Context: an optimization exercise on an open-source flow, tuned for a short achievable clock period and few clock cycles. The choices shown serve that exercise and are no tape-out recipe.
In this exercise RTL edits were held to simulation tests only and were not proved equivalent to the original.
No activity file was given, so power comes from the tool's default toggle rates.

==> design/flow/config.mk <==
export PLATFORM = sky130hd
export DESIGN_NAME = attn_top
export DESIGN_NICKNAME = attn_top
export VERILOG_FILES = /design/flow/design.v
export SDC_FILE = /design/flow/constraint.sdc
export NUM_CORES = 4
export LEC_CHECK = 0
export CAP_MARGIN = 20
export CORE_MARGIN = 2
export CORE_UTILIZATION = 40
export SLEW_MARGIN = 20
==> design/flow/design.v <==
package attn_types_pkg;
  typedef logic [32-1:0] word_t;   
  typedef logic [16-1:0] dim_t;          
  typedef enum logic [2:0] {
    IDLE,
    READ_DIMS,      
    CAPTURE_DIMS,   
    RUN_JOB,        
    WAIT_JOB        
  } phase_t;
  typedef enum logic [1:0] {
    PROJECT,   
    SCORE,     
    COPY       
  } job_kind_t;
endpackage
package attn_mem_pkg;
  typedef logic [16-1:0] sram_addr_t;
  localparam sram_addr_t DIMS_ADDR = 16'd0;
  localparam sram_addr_t WEIGHT_BASE = 16'd1;
endpackage
`timescale 1ns/1ns
module attn_ctrl (
  input  logic clk,
  input  logic reset_n,
  input  logic dut_valid,
  output logic dut_ready,
  input  attn_types_pkg::word_t input_read_data,
  input  attn_types_pkg::word_t weight_read_data,
  output logic start,
  output attn_types_pkg::job_kind_t job_kind,
  output attn_mem_pkg::sram_addr_t job_a_base,     
  output attn_mem_pkg::sram_addr_t job_b_base,     
  output attn_mem_pkg::sram_addr_t job_dst_base,   
  output attn_types_pkg::dim_t job_n_rows,
  output attn_types_pkg::dim_t job_n_cols,
  output attn_types_pkg::dim_t job_n_inner,
  input  logic done                                
);
  localparam logic [2:0] JOB_Q = 3'd0;
  localparam logic [2:0] JOB_K = 3'd1;
  localparam logic [2:0] JOB_V = 3'd2;
  localparam logic [2:0] JOB_COPY = 3'd3;
  localparam logic [2:0] JOB_S = 3'd4;
  attn_types_pkg::phase_t phase;
  logic [2:0] job_idx;
  attn_types_pkg::dim_t n_dim;   
  attn_types_pkg::dim_t d_dim;   
  attn_types_pkg::dim_t e_dim;   
  attn_mem_pkg::sram_addr_t ne_size;
  attn_mem_pkg::sram_addr_t de_size;
  assign dut_ready = (phase == attn_types_pkg::IDLE);
  assign start = (phase == attn_types_pkg::RUN_JOB);
  assign ne_size = n_dim * e_dim;   
  assign de_size = d_dim * e_dim;   
  always_comb begin
    job_kind = attn_types_pkg::PROJECT;
    job_a_base = attn_mem_pkg::WEIGHT_BASE;   
    job_b_base = attn_mem_pkg::WEIGHT_BASE;
    job_dst_base = '0;
    job_n_rows = n_dim;
    job_n_cols = e_dim;
    job_n_inner = d_dim;
    case (job_idx)
      JOB_Q: job_dst_base = '0;
      JOB_K: begin
        job_b_base = attn_mem_pkg::WEIGHT_BASE + de_size;
        job_dst_base = ne_size;
      end
      JOB_V: begin
        job_b_base = attn_mem_pkg::WEIGHT_BASE + de_size + de_size;
        job_dst_base = ne_size + ne_size;
      end
      JOB_COPY: begin
        job_kind = attn_types_pkg::COPY;
        job_a_base = ne_size;   
        job_dst_base = '0;
      end
      JOB_S: begin
        job_kind = attn_types_pkg::SCORE;
        job_a_base = '0;
        job_b_base = '0;
        job_dst_base = ne_size + ne_size + ne_size;
        job_n_cols = n_dim;
        job_n_inner = e_dim;
      end
      default: job_dst_base = '0;
    endcase
  end
  always_ff @(posedge clk or negedge reset_n) begin
    if (!reset_n) begin
      phase <= attn_types_pkg::IDLE;
      job_idx <= JOB_Q;
      n_dim <= '0;
      d_dim <= '0;
      e_dim <= '0;
    end else begin
      case (phase)
        attn_types_pkg::IDLE: begin
          if (dut_valid) begin
            phase <= attn_types_pkg::READ_DIMS;
            job_idx <= JOB_Q;
          end
        end
        attn_types_pkg::READ_DIMS: phase <= attn_types_pkg::CAPTURE_DIMS;
        attn_types_pkg::CAPTURE_DIMS: begin
          n_dim <= input_read_data[32-1 -: 16];
          d_dim <= input_read_data[16-1:0];
          e_dim <= weight_read_data[16-1:0];   
          phase <= attn_types_pkg::RUN_JOB;
        end
        attn_types_pkg::RUN_JOB: phase <= attn_types_pkg::WAIT_JOB;
        attn_types_pkg::WAIT_JOB: begin
          if (done) begin
            if (job_idx == JOB_S) begin
              phase <= attn_types_pkg::IDLE;
            end else begin
              job_idx <= job_idx + 3'd1;
              phase <= attn_types_pkg::RUN_JOB;
            end
          end
        end
        default: phase <= attn_types_pkg::IDLE;
      endcase
    end
  end
endmodule
`timescale 1ns/1ns
module csa_level #(
  parameter int N = 3
) (
  input  logic [N*32-1:0] x,
  output logic [((N / 3) * 2 + N % 3)*32-1:0] y
);
  localparam int G = N / 3;
  for (genvar g = 0; g < G; g++) begin : g_csa
    logic [31:0] p, q, r, maj;
    assign p = x[(3 * g) * 32 +: 32];
    assign q = x[(3 * g + 1) * 32 +: 32];
    assign r = x[(3 * g + 2) * 32 +: 32];
    assign maj = (p & q) | (p & r) | (q & r);
    assign y[(2 * g) * 32 +: 32] = p ^ q ^ r;
    assign y[(2 * g + 1) * 32 +: 32] = {maj[30:0], 1'b0};
  end
  for (genvar g = 0; g < N % 3; g++) begin : g_pass
    assign y[(2 * G + g) * 32 +: 32] = x[(3 * G + g) * 32 +: 32];
  end
endmodule
module mac_lane (
  input  logic        clk,
  input  logic        en_d,        
  input  logic        xst_we,
  input  logic [3:0]  xst_wslot,
  input  logic [31:0] xst_wdata,
  input  logic        kst_we,
  input  logic [3:0]  kst_wslot,
  input  logic [3:0]  rd_slot_d,
  input  logic [1:0]  a_sel_d,     
  input  logic [31:0] a_ext,
  input  logic [31:0] b_in,
  input  logic        first_d,
  output logic [31:0] res
);
  logic en;
  logic [15:0][31:0] xst;
  logic [15:0][31:0] kst;
  logic [3:0] rd_slot;
  logic [1:0] a_sel;
  logic [31:0] a_reg;
  logic [31:0] b_reg;
  logic first;
  logic [7*32-1:0] rows_q;
  logic [31:0] acc_s;
  logic [31:0] acc_c;
  always_ff @(posedge clk) begin
    en <= en_d;
    for (int s = 0; s < 16; s++) begin
      if (xst_we && xst_wslot == 4'(s)) xst[s] <= xst_wdata;
      if (kst_we && kst_wslot == 4'(s)) kst[s] <= res;
    end
    if (en) begin
      rd_slot <= rd_slot_d;
      a_sel <= a_sel_d;
      case (a_sel)
        2'd0: a_reg <= xst[rd_slot];
        2'd1: a_reg <= kst[rd_slot];
        default: a_reg <= a_ext;
      endcase
      b_reg <= b_in;
      first <= first_d;
    end
  end
  logic [32*32-1:0] rows0;
  for (genvar r = 0; r < 32; r++) begin : g_row
    assign rows0[r * 32 +: 32] = b_reg[r] ? (a_reg << r) : 32'd0;
  end
  logic [22*32-1:0] rows1;
  logic [15*32-1:0] rows2;
  logic [10*32-1:0] rows3;
  logic [7*32-1:0] rows4;
  csa_level #(.N(32)) u_l1 (.x(rows0), .y(rows1));
  csa_level #(.N(22)) u_l2 (.x(rows1), .y(rows2));
  csa_level #(.N(15)) u_l3 (.x(rows2), .y(rows3));
  csa_level #(.N(10)) u_l4 (.x(rows3), .y(rows4));
  always_ff @(posedge clk) begin
    rows_q <= rows4;
  end
  logic [9*32-1:0] acc0;
  logic [6*32-1:0] acc1;
  logic [4*32-1:0] acc2;
  logic [3*32-1:0] acc3;
  logic [2*32-1:0] acc4;
  assign acc0 = {first ? 64'd0 : {acc_c, acc_s}, rows_q};
  csa_level #(.N(9)) u_a1 (.x(acc0), .y(acc1));
  csa_level #(.N(6)) u_a2 (.x(acc1), .y(acc2));
  csa_level #(.N(4)) u_a3 (.x(acc2), .y(acc3));
  csa_level #(.N(3)) u_a4 (.x(acc3), .y(acc4));
  always_ff @(posedge clk) begin
    acc_s <= acc4[31:0];
    acc_c <= acc4[63:32];
  end
  assign res = acc_s + acc_c;
endmodule
`timescale 1ns/1ns
module attn_top (
  input  logic clk,
  input  logic reset_n,
  input  logic dut_valid,
  output logic dut_ready,
  output logic [16-1:0] sram_input_read_address,
  input  logic [32-1:0] sram_input_read_data,
  output logic [16-1:0] sram_weight_read_address,
  input  logic [32-1:0] sram_weight_read_data,
  output logic [16-1:0] sram_result_read_address,
  input  logic [32-1:0] sram_result_read_data,
  output logic                    sram_result_write_enable,
  output logic [16-1:0] sram_result_write_address,
  output logic [32-1:0] sram_result_write_data,
  output logic [16-1:0] sram_scratchpad_read_address,
  input  logic [32-1:0] sram_scratchpad_read_data,
  output logic                    sram_scratchpad_write_enable,
  output logic [16-1:0] sram_scratchpad_write_address,
  output logic [32-1:0] sram_scratchpad_write_data
);
  localparam int NL = 1;    
  typedef enum logic [3:0] {
    R_IDLE,
    R_D1,      
    R_D2,      
    R_D3,      
    R_D4,      
    R_PWAIT,   
    R_PROJ,    
    R_S,       
    R_SPROJ,   
    R_SWAIT,   
    R_SS,      
    R_FIN      
  } rstate_t;
  localparam logic [1:0] A_X = 2'd0;     
  localparam logic [1:0] A_K = 2'd1;     
  localparam logic [1:0] A_IN = 2'd2;    
  localparam logic [1:0] A_SCR = 2'd3;   
  rstate_t rs, rs_n;
  logic ready_q, ready_n;
  logic [6:0] n_r, d_r, e_r;
  logic [6:0] n_n, d_n, e_n;
  logic [6:0] nm1_r, dm1_r, em1_r;   
  logic [6:0] nm1_n, dm1_n, em1_n;
  logic [12:0] ne_a, ne_b, thr_a, thr_b;   
  logic fast_r, fast_n;
  logic [15:0] ne_r;       
  logic [15:0] thr_r;      
  logic [6:0] pper_r;      
  logic [6:0] sper_r;      
  logic [7:0] e3_r;        
  logic [15:0] gpm_r;      
  logic [6:0] nout_r;      
  logic [6:0] sinc_r;      
  logic [15:0] ia, wa, ra, sa;
  logic [15:0] ia_n, wa_n, ra_n, sa_n;
  logic [31:0] in_q, w_q, r_q, s_q;
  logic [6:0] ik, ik_n;
  logic [7:0] ig, ig_n;
  logic [6:0] sk, sj, si, sk_n, sj_n, si_n;
  logic [1:0] sm, sm_n;
  logic [15:0] row_base, col_base, mat_base;
  logic [15:0] row_base_n, col_base_n, mat_base_n;
  logic [6:0] gap, gap_n;   
  logic [6:0] gap_eff;      
  logic v0, v1, v2, v3, v4, v5, v0_n;
  logic f0, f1, f2, f3, f0_n;
  logic l0, l1, l2, l3, l4, l5, l0_n;
  logic [3:0] k0, k1, k0_n;
  logic [1:0] as0, as1, as2, as0_n;
  logic bs0, bs1, bs2, bs0_n;   
  logic xw_act, xw_act_n;
  logic [3:0] xl, xs, xl_n, xs_n;
  logic [1:0] dm, dm_n;
  logic [15:0] dj, dj_n;
  logic [15:0] mb, mb_n;
  logic we_q, swe_q, we_n, swe_n;
  logic [6:0] cnt, cnt_n;
  logic [15:0] waddr, saddr, waddr_n, saddr_n;
  logic [6:0] stride, stride_n;
  logic [31:0] obuf [NL];
  logic [31:0] sdat;           
  logic [NL-1:0] ob_ld;        
  logic [NL-1:0] ob_sh;        
  logic [NL-1:0] kwe;          
  logic [31:0] res [NL];
  logic group_done;
  logic fast_c;
  logic pipe_busy;
  assign dut_ready = ready_q;
  assign sram_input_read_address = ia;
  assign sram_weight_read_address = wa;
  assign sram_result_read_address = ra;
  assign sram_scratchpad_read_address = sa;
  assign sram_result_write_enable = we_q;
  assign sram_result_write_address = waddr;
  assign sram_result_write_data = obuf[0];
  assign sram_scratchpad_write_enable = swe_q;
  assign sram_scratchpad_write_address = saddr;
  assign sram_scratchpad_write_data = sdat;
  assign group_done = v5 & l5;
  assign fast_c = 1'b0;   
  assign pipe_busy = v0 | v1 | v2 | v3 | v4 | v5;
  assign gap_eff = (v0 && l0) ? nout_r : gap;
  always_ff @(posedge clk) begin
    in_q <= sram_input_read_data;
    w_q <= sram_weight_read_data;
    r_q <= sram_result_read_data;
    s_q <= sram_scratchpad_read_data;
  end
  always_ff @(posedge clk) begin
    ne_a <= 13'(n_r) * 13'(e_r[3:0]);
    ne_b <= 13'(n_r) * 13'(e_r[6:4]);
    thr_a <= 13'(nm1_r) * 13'(d_r[3:0]);
    thr_b <= 13'(nm1_r) * 13'(d_r[6:4]);
    ne_r <= 16'(ne_a) + {2'b0, ne_b[9:0], 4'b0};
    thr_r <= 16'(thr_a) + {2'b0, thr_b[9:0], 4'b0};
    pper_r <= (dm1_r > nm1_r) ? dm1_r : nm1_r;
    sper_r <= (em1_r > nm1_r) ? em1_r : nm1_r;
    e3_r <= 8'(e_r) + 8'(e_r) + 8'(em1_r);
    gpm_r <= fast_r ? 16'(em1_r) : ne_r - 16'd1;
    nout_r <= fast_r ? n_r : 7'd1;
    sinc_r <= fast_r ? n_r : 7'd1;
  end
  always_comb begin
    rs_n = rs;
    ready_n = ready_q;
    n_n = n_r;
    d_n = d_r;
    e_n = e_r;
    nm1_n = nm1_r;
    dm1_n = dm1_r;
    em1_n = em1_r;
    fast_n = fast_r;
    ia_n = ia;
    wa_n = wa;
    ra_n = ra;
    sa_n = sa;
    ik_n = ik;
    ig_n = ig;
    sk_n = sk;
    sj_n = sj;
    si_n = si;
    sm_n = sm;
    row_base_n = row_base;
    col_base_n = col_base;
    mat_base_n = mat_base;
    xw_act_n = xw_act;
    xl_n = xl;
    xs_n = xs;
    dm_n = dm;
    dj_n = dj;
    mb_n = mb;
    we_n = we_q;
    swe_n = swe_q;
    cnt_n = cnt;
    waddr_n = waddr;
    saddr_n = saddr;
    stride_n = stride;
    v0_n = 1'b0;
    f0_n = 1'b0;
    l0_n = 1'b0;
    k0_n = k0;
    as0_n = as0;
    bs0_n = bs0;
    if (v0 && l0) gap_n = nout_r - 7'd1;
    else if (gap != 7'd0) gap_n = gap - 7'd1;
    else gap_n = gap;
    if (xw_act) begin
      if (xs == dm1_r[3:0]) begin
        xs_n = '0;
        if (xl == nm1_r[3:0]) xw_act_n = 1'b0;
        else xl_n = xl + 4'd1;
      end else begin
        xs_n = xs + 4'd1;
      end
    end
    case (rs)
      R_IDLE: begin
        if (dut_valid) begin
          ready_n = 1'b0;
          rs_n = R_D1;
          ia_n = 16'd1;
          dm_n = '0;
          dj_n = '0;
          mb_n = '0;
        end
      end
      R_D1: begin
        ia_n = ia + 16'd1;
        rs_n = R_D2;
      end
      R_D2: begin
        ia_n = ia + 16'd1;
        n_n = in_q[22:16];
        d_n = in_q[6:0];
        e_n = w_q[6:0];
        nm1_n = in_q[22:16] - 7'd1;
        dm1_n = in_q[6:0] - 7'd1;
        em1_n = w_q[6:0] - 7'd1;
        xw_act_n = 1'b1;
        xl_n = '0;
        xs_n = '0;
        rs_n = R_D3;
      end
      R_D3: begin
        fast_n = fast_c;
        ik_n = '0;
        ig_n = '0;
        if (fast_c) begin
          ia_n = ia + 16'd1;
          rs_n = R_D4;
        end else begin
          xw_act_n = 1'b0;
          sk_n = '0;
          sj_n = '0;
          si_n = '0;
          sm_n = '0;
          row_base_n = 16'd1;
          col_base_n = 16'd1;
          mat_base_n = 16'd1;
          rs_n = R_SPROJ;
        end
      end
      R_D4: begin
        ia_n = ia + 16'd1;
        rs_n = R_PWAIT;
      end
      R_PWAIT: begin
        ia_n = ia + 16'd1;
        if (ia >= thr_r) rs_n = R_PROJ;
      end
      R_PROJ: begin
        ia_n = ia + 16'd1;
        v0_n = (ik < d_r);
        f0_n = (ik == 7'd0);
        l0_n = (ik == dm1_r);
        k0_n = ik[3:0];
        as0_n = A_X;
        bs0_n = 1'b0;
        if (ik < d_r) wa_n = wa + 16'd1;
        if (ik == pper_r) begin
          ik_n = '0;
          if (ig == e3_r) begin
            ig_n = '0;
            rs_n = R_S;
          end else begin
            ig_n = ig + 8'd1;
          end
        end else begin
          ik_n = ik + 7'd1;
        end
      end
      R_S: begin
        if (!(ig == 8'd0 && ik == 7'd0 && (dm < 2'd2 || gap_eff >= 7'(e_r)))) begin
          v0_n = (ik < e_r);
          f0_n = (ik == 7'd0);
          l0_n = (ik == em1_r);
          k0_n = ik[3:0];
          as0_n = A_K;
          bs0_n = 1'b1;
          if (ik < e_r) ra_n = (ik == 7'd0 && ig == 8'd0) ? 16'd0 : ra + 16'd1;
          if (ik == sper_r) begin
            ik_n = '0;
            if (ig == 8'(nm1_r)) begin
              ig_n = '0;
              rs_n = R_FIN;
            end else begin
              ig_n = ig + 8'd1;
            end
          end else begin
            ik_n = ik + 7'd1;
          end
        end
      end
      R_SPROJ: begin
        v0_n = 1'b1;
        f0_n = (sk == 7'd0);
        l0_n = (sk == dm1_r);
        as0_n = A_IN;
        bs0_n = 1'b0;
        ia_n = (sk == 7'd0) ? row_base : ia + 16'd1;
        wa_n = (sk == 7'd0) ? col_base : wa + 16'd1;
        if (sk == dm1_r) begin
          sk_n = '0;
          if (sj == em1_r) begin
            sj_n = '0;
            if (si == nm1_r) begin
              si_n = '0;
              row_base_n = 16'd1;
              col_base_n = col_base + 16'(d_r);
              mat_base_n = col_base + 16'(d_r);
              if (sm == 2'd2) rs_n = R_SWAIT;
              else sm_n = sm + 2'd1;
            end else begin
              si_n = si + 7'd1;
              row_base_n = row_base + 16'(d_r);
              col_base_n = mat_base;
            end
          end else begin
            sj_n = sj + 7'd1;
            col_base_n = col_base + 16'(d_r);
          end
        end else begin
          sk_n = sk + 7'd1;
        end
      end
      R_SWAIT: begin
        sk_n = '0;
        sj_n = '0;
        si_n = '0;
        row_base_n = '0;   
        col_base_n = '0;   
        if (!pipe_busy && !we_q) rs_n = R_SS;
      end
      R_SS: begin
        v0_n = 1'b1;
        f0_n = (sk == 7'd0);
        l0_n = (sk == em1_r);
        as0_n = A_SCR;
        bs0_n = 1'b1;
        ra_n = (sk == 7'd0) ? row_base : ra + 16'd1;
        sa_n = (sk == 7'd0) ? col_base : sa + 16'd1;
        if (sk == em1_r) begin
          sk_n = '0;
          if (sj == nm1_r) begin
            sj_n = '0;
            col_base_n = '0;
            row_base_n = row_base + 16'(e_r);
            if (si == nm1_r) rs_n = R_FIN;
            else si_n = si + 7'd1;
          end else begin
            sj_n = sj + 7'd1;
            col_base_n = col_base + 16'(e_r);
          end
        end else begin
          sk_n = sk + 7'd1;
        end
      end
      R_FIN: begin
        if (!pipe_busy && (!we_q || cnt == 7'd0)) begin
          ready_n = 1'b1;
          rs_n = R_IDLE;
          ia_n = '0;
          wa_n = '0;
        end
      end
      default: rs_n = R_IDLE;
    endcase
    if (group_done) begin
      we_n = 1'b1;
      cnt_n = nout_r - 7'd1;
      if (dm != 2'd3) begin
        waddr_n = mb + dj;
        saddr_n = dj;
        swe_n = (dm == 2'd1);
        stride_n = fast_r ? e_r : 7'd1;
        if (dj == gpm_r) begin
          dj_n = '0;
          dm_n = dm + 2'd1;
          mb_n = mb + ne_r;
        end else begin
          dj_n = dj + 16'd1;
        end
      end else begin
        waddr_n = mb;
        mb_n = mb + 16'(sinc_r);
        swe_n = 1'b0;
        stride_n = 7'd1;
      end
    end else if (we_q) begin
      waddr_n = waddr + 16'(stride);
      saddr_n = saddr + 16'(stride);
      if (cnt == 7'd0) begin
        we_n = 1'b0;
        swe_n = 1'b0;
      end else begin
        cnt_n = cnt - 7'd1;
      end
    end
  end
  always_ff @(posedge clk or negedge reset_n) begin
    if (!reset_n) begin
      rs <= R_IDLE;
      ready_q <= 1'b1;
      ia <= '0;
      wa <= '0;
      v0 <= 1'b0;
      v1 <= 1'b0;
      v2 <= 1'b0;
      v3 <= 1'b0;
      v4 <= 1'b0;
      v5 <= 1'b0;
      xw_act <= 1'b0;
      we_q <= 1'b0;
      swe_q <= 1'b0;
      gap <= '0;
    end else begin
      rs <= rs_n;
      ready_q <= ready_n;
      ia <= ia_n;
      wa <= wa_n;
      v0 <= v0_n;
      v1 <= v0;
      v2 <= v1;
      v3 <= v2;
      v4 <= v3;
      v5 <= v4;
      xw_act <= xw_act_n;
      we_q <= we_n;
      swe_q <= swe_n;
      gap <= gap_n;
    end
  end
  always_ff @(posedge clk) begin
    n_r <= n_n;
    d_r <= d_n;
    e_r <= e_n;
    nm1_r <= nm1_n;
    dm1_r <= dm1_n;
    em1_r <= em1_n;
    fast_r <= fast_n;
    ra <= ra_n;
    sa <= sa_n;
    ik <= ik_n;
    ig <= ig_n;
    sk <= sk_n;
    sj <= sj_n;
    si <= si_n;
    sm <= sm_n;
    row_base <= row_base_n;
    col_base <= col_base_n;
    mat_base <= mat_base_n;
    xl <= xl_n;
    xs <= xs_n;
    dm <= dm_n;
    dj <= dj_n;
    mb <= mb_n;
    cnt <= cnt_n;
    waddr <= waddr_n;
    saddr <= saddr_n;
    stride <= stride_n;
    f0 <= f0_n;
    f1 <= f0;
    f2 <= f1;
    f3 <= f2;
    l0 <= l0_n;
    l1 <= l0;
    l2 <= l1;
    l3 <= l2;
    l4 <= l3;
    l5 <= l4;
    k0 <= k0_n;
    k1 <= k0;
    as0 <= as0_n;
    as1 <= as0;
    as2 <= as1;
    bs0 <= bs0_n;
    bs1 <= bs0;
    bs2 <= bs1;
  end
  always_ff @(posedge clk or negedge reset_n) begin
    if (!reset_n) begin
      ob_ld <= '0;
      ob_sh <= '0;
      kwe <= '0;
    end else begin
      for (int l = 0; l < NL; l++) begin
        ob_ld[l] <= v4 & l4 & (nout_r > 7'(l));
        ob_sh[l] <= we_n & (nout_r > 7'(l));
        kwe[l] <= v4 & l4 & fast_r & (dm_n == 2'd1) & (n_r > 7'(l));
      end
    end
  end
  always_ff @(posedge clk) begin
    for (int l = 0; l < NL; l++) begin
      if (ob_ld[l]) obuf[l] <= res[l];
      else if (ob_sh[l]) obuf[l] <= (l < NL - 1) ? obuf[(l + 1) % NL] : obuf[l];
    end
    if (group_done && dm == 2'd1) sdat <= res[0];
    else if (ob_sh[0]) sdat <= obuf[1];
  end
  for (genvar l = 0; l < NL; l++) begin : g_lane
    mac_lane u_lane (
      .clk       (clk),
      .en_d      (n_r > 7'(l)),
      .xst_we    (xw_act && xl == 4'(l)),
      .xst_wslot (xs),
      .xst_wdata (in_q),
      .kst_we    (kwe[l]),
      .kst_wslot (dj[3:0]),
      .rd_slot_d (k1),
      .a_sel_d   (as1),
      .a_ext     ((as2 == A_IN) ? in_q : s_q),
      .b_in      (bs2 ? r_q : w_q),
      .first_d   (f3),
      .res       (res[l])
    );
  end
endmodule
==> design/flow/run.sh <==
#!/bin/bash
# synth_recipe.tcl (not shown) runs the flow's synth.tcl, then flattens the netlist and writes it again
# the make line also repeats each setting of config.mk as NAME=value (left out here)
make -C /OpenROAD-flow-scripts/flow DESIGN_CONFIG=/design/flow/config.mk WORK_HOME=/design/flow/orfs CLKGATE_MAP_FILE= SYNTH_SCRIPT=/design/flow/synth_recipe.tcl finish
==> design/flow/constraint.sdc <==
create_clock -name core_clock -period 16.0 [get_ports {clk}]
set_input_delay 3.2000 -clock core_clock [delete_from_list [all_inputs] [get_ports {clk}]]
set_output_delay 3.2000 -clock core_clock [all_outputs]
set_load 0.01 [all_outputs]
==> summary.txt <==
Cells and area
  – # fillers: ~17000
  – Registers with the most flip-flops: g_lane.u_lane.xst: 512 flops, g_lane.u_lane.rows_q: 117 flops
  – Largest Register: g_lane.u_lane.xst
  – Largest register FFs: a little over 500
  – Layout net count: around 7300
  – Area grow syn2layout: 15.1%
  – Fraction of layout cells with a size suffix above 1: under 10%

Clocking
  – CTS Buffer Depth: 3
  – CTS Hold Buffers Added: 0
  – Worst skew pair latency: 0.83 ns
  – H-tree depth reported by CTS: 4
  – Setup Buffers After CTS: 0
  – Clk root buf: clkbuf_16
  – Clk slew on worst S/H paths: roughly 0.06 ns
  – Clock sinks: about 1400
  – CTS tree: done
  – Post-cts resize count: 0
  – TritonCTS Buffers: 155

Synth
  – Syn avg cell area: ~12 um^2
  – Syn Inst Count: between 6000 and 7000
  – Syn Nets: just over 7000
  – Mapped Area: ~75000 um^2
  – Seq/Total Area, Yosys: approximately half
  – Top_reg_cell synth: edfxtp_1
  – EDFF count, synth: 853
  – Async set-reset flop share out of synthesis: between 3 and 4%
  – #FFs+latches synth: 1387
  – Synth Warn #: 5
  – Library cells used by synthesis: a little under 90

Power and ir drop
  – Max VDD drop: 0.0974 mV
  – Leakage power: approximately 34 nW
  – Pwr Density: approximately 120 nW/um^2

Timing
  – Fin. Hold Viols: 0
  – Final Max Tran Viols: 0
  – RSZ-0062 raised after global routing: false
  – Setup TNS: 0 ns
  – Slew @ Worst Pin: approximately 1.1 ns
  – Period Utilization, post-route: between 30% and 40%
  – Fmax: 0.189 GHz
  – Min Tclk post-route: around 5.3 ns
  – Layout Skew: roughly 0.048 ns
  – Slew HR: 27.3%
  – Fin Hold WS: 0.316 ns
  – PnR worst setup slack: between 10 and 15 ns
  – Final setup violation count: 0

Worst setup path
  – Worst Reg-to-Reg Cells: 8
  – Critical Path Source Type: flop
  – Slowest stage delay, CP: ~0.64 ns
  – Critical Path Fanout Max: 5
  – CP bufs+invs: 1
  – CP Class: reg -> out
  – CP Depth: 1
  – Crit-path leading delay family: flip-flops
  – Slowest stage cell, crit path: dfrtp_1
  – CP required: about 13 ns
  – Setup crit end kind: primary output
  – Worst Setup SP: ob_sh$_DFF_PN0_
  – Crit path cell chain: clkdlybuf4s50_1
  – R2R Path Start: rs[3]$_DFFE_PN0P_
  – Arrival @ worst endpoint: 2.08 ns

Placed design
  – Routability-driven placement congestion ratio: approximately 0.86
  – Hpwl dp: about 120 mm
  – Pre-CTS setup slack: about 10 ns
  – PortBufs: roughly 290

Route
  – Uppermost layer routed: met4
  – DR iter-0 viols: 3058
  – Vias/cell: 5.15
  – Post-DRT Antenna Nets: 0
  – Via count: around 46000
  – Met2 wire len: about 91 mm
  – Final WL: approximately 180 mm
  – DR WL met3: 9.49 mm
  – DRC: 0
  – Drt pass-1 iters: 7
  – Post-DR wirelength/cell: ~21 um
  – WL met1: just under 80 mm

Floorplanning
  – Core ar.: ~190000 um^2
  – Die height: 436 um
  – Site Rows: 158
  – Initial Utilization: 40.3%
  – Die area: around 190000 um^2
  – Ports: 294
  – Die Wd: approximately 440 um

Global routing
  – Pin count of the biggest net entering global routing: 129
  – Vias in the first global route: approximately 48000
  – Global route overflow: 0
  – Aggregate global-route resource usage: 19.4%
  – Initial antenna violation count: 13
  – First-pass GRT wire length: about 280 mm

Run status
  – Status: timing/DRC/antenna clean

Hold path
  – Hold path start: l1$_DFF_P_
  – Hold Crit Depth: 0
  – Hold Path Class: reg -> reg

Run
  – Max cap viols: 0
-- layer usage --
| metal | track usage [%] | up-vias |
|---|---|---|
| met5 | 0 | - |
| met2 | 32.9 | 1178 |
| met3 | 3.10 | 264 |
| li1 | - | 21228 |
| met4 | 6.53 | 0 |
| met1 | 25.2 | 23394 |
-- Yosys cell counts (21+ instances only) --
cell type    n  share of area, %
a211oi_1    23              0.23
a21o_1      48              0.48
a21oi_1    174               1.2
a22o_1      37              0.43
a31oi_1     24              0.20
and2_1     275               2.3
and3_1      55              0.46
buf_1       27              0.14
clkbuf_1   202               1.0
dfrtp_1     53               1.8
dfxtp_1    480                13
edfxtp_1   853                34
fa_1       506                14
ha_1       350               5.9
inv_1      621               3.1
mux2_2      64              0.96
mux4_2     160               4.8
nand2_1    607               3.1
nand2b_1    39              0.33
nand3_1     85              0.57
nand4_1     38              0.32
nor2_1     249               1.3
nor2b_1     89              0.75
nor3_1      57              0.38
o211ai_1    21              0.21
o21ai_0    196               1.3
o21bai_1    32              0.32
o22ai_1     24              0.20
xnor2_1    264               3.1
xor2_1     160               1.9
-- area by class of cell --
type                            count  area, um^2  share of cell area (%)
Inverter                          623        2340                    2.72
Tap cell                         2480        3100                    3.61
Timing Repair Buffer              364        3480                    4.05
Clock buffer                      207        4450                    5.18
Sequential cell                  1387       36600                    42.5
Antenna cell                       14        35.0                  0.0407
Clock inverter                     81        1050                    1.22
Multi-Input combinational cell   3793       35000                    40.6
-- layout by cell type, fill, tap and decap left out, types with 32 or more instances in the layout --
master and instances:
clkdlybuf4s50_1 292, clkbuf_16 163, nand4_1 38, nor3_1 51, and3_1 55, fa_1 506, nor2b_1 87, a22o_1 37
mux2_2 64, mux4_2 160, inv_1 621, a21oi_1 174, dfxtp_1 478, nand2_1 606, nand2b_1 39, o21bai_1 32
ha_1 350, nand3_1 85, o21ai_0 196, xor2_1 160, nor2_1 236, edfxtp_1 853, xnor2_1 264, buf_4 68
dfrtp_1 52, and2_1 274, a21o_1 48
-- kinds of logic (layout without fill, tap and decap cells) --
family,Yosys count,count (layout),synth area share (%)
muxes,244,244,6.07
other,0,14,0
xor gates and xnor gates,424,424,4.97
adders and majority gates,856,856,19.4
AOI/OAI and AO/OA,683,683,5.78
buffers and inverters,873,1275,4.46
and+or+nand+nor,1586,1586,10.3
DFF,1387,1387,49.0
-- path summary, 6_finish.rpt --
path	endpoint	slack (ns)
max in group asynchronous	ob_ld$_DFF_PN0_	12.79
max	sram_result_write_enable	10.72
min	l2$_DFF_P_	0.32
max reg2reg	si[3]$_DFFE_PP_	11.32
min in group asynchronous	wa[0]$_DFFE_PN0P_	2.57
min reg2reg	l2$_DFF_P_	0.32
-- metrics by stage --
stage	cells	cell area, um^2	utilization [%]	power [mW]
2_1_floorplan	6053	74700	-	5.93
3_3_place_gp	8645	80400	43.4	6.50
3_5_place_dp	8646	80400	43.4	6.59
4_1_cts	8934	86000	46.4	10.4
5_1_grt	8947	86000	46.4	10.9
6_report	8949	86000	46.4	10.2
-- where the power goes --
| part | internal [mW] | total [mW] | switching [mW] |
|---|---|---|---|
| Sequential | 4.11 | 4.25 | 0.137 |
| Combinational | 1.00 | 2.19 | 1.19 |
| Clock | 2.20 | 3.74 | 1.54 |
Testbench counts, summed over its fixed seeds: cycles 257,619.

-- afterwards: timing with drivers on the ports --
The results above use ideal ports. As a check the final layout listed here was re-extracted and re-timed, cells and wires unchanged. Step 1: set_driving_cell puts a clkbuf_16 on clk and a buf_2 on each other input, an assumption about the parent block. Step 2, shift: input delay + t, output delay - t, t = (earliest + latest rising clock arrival at the registers) / 2. This alone moves slack from input paths to output paths. Slacks: ideal ports / drivers / drivers and shift; pairs: ideal ports / drivers.
shift t [ns]: 0.894
slack for setup (ns): 10.716 / 10.628 / 10.349
worst setup path after step 2: input to register
slew at the worst register clock pin (ns): 0.06 / 0.06
pins driven straight from the clock port: 1
After both steps this run still meets setup and hold. The setup slack of this run moves by -0.088 ns with the drivers and by -0.367 ns with both steps.
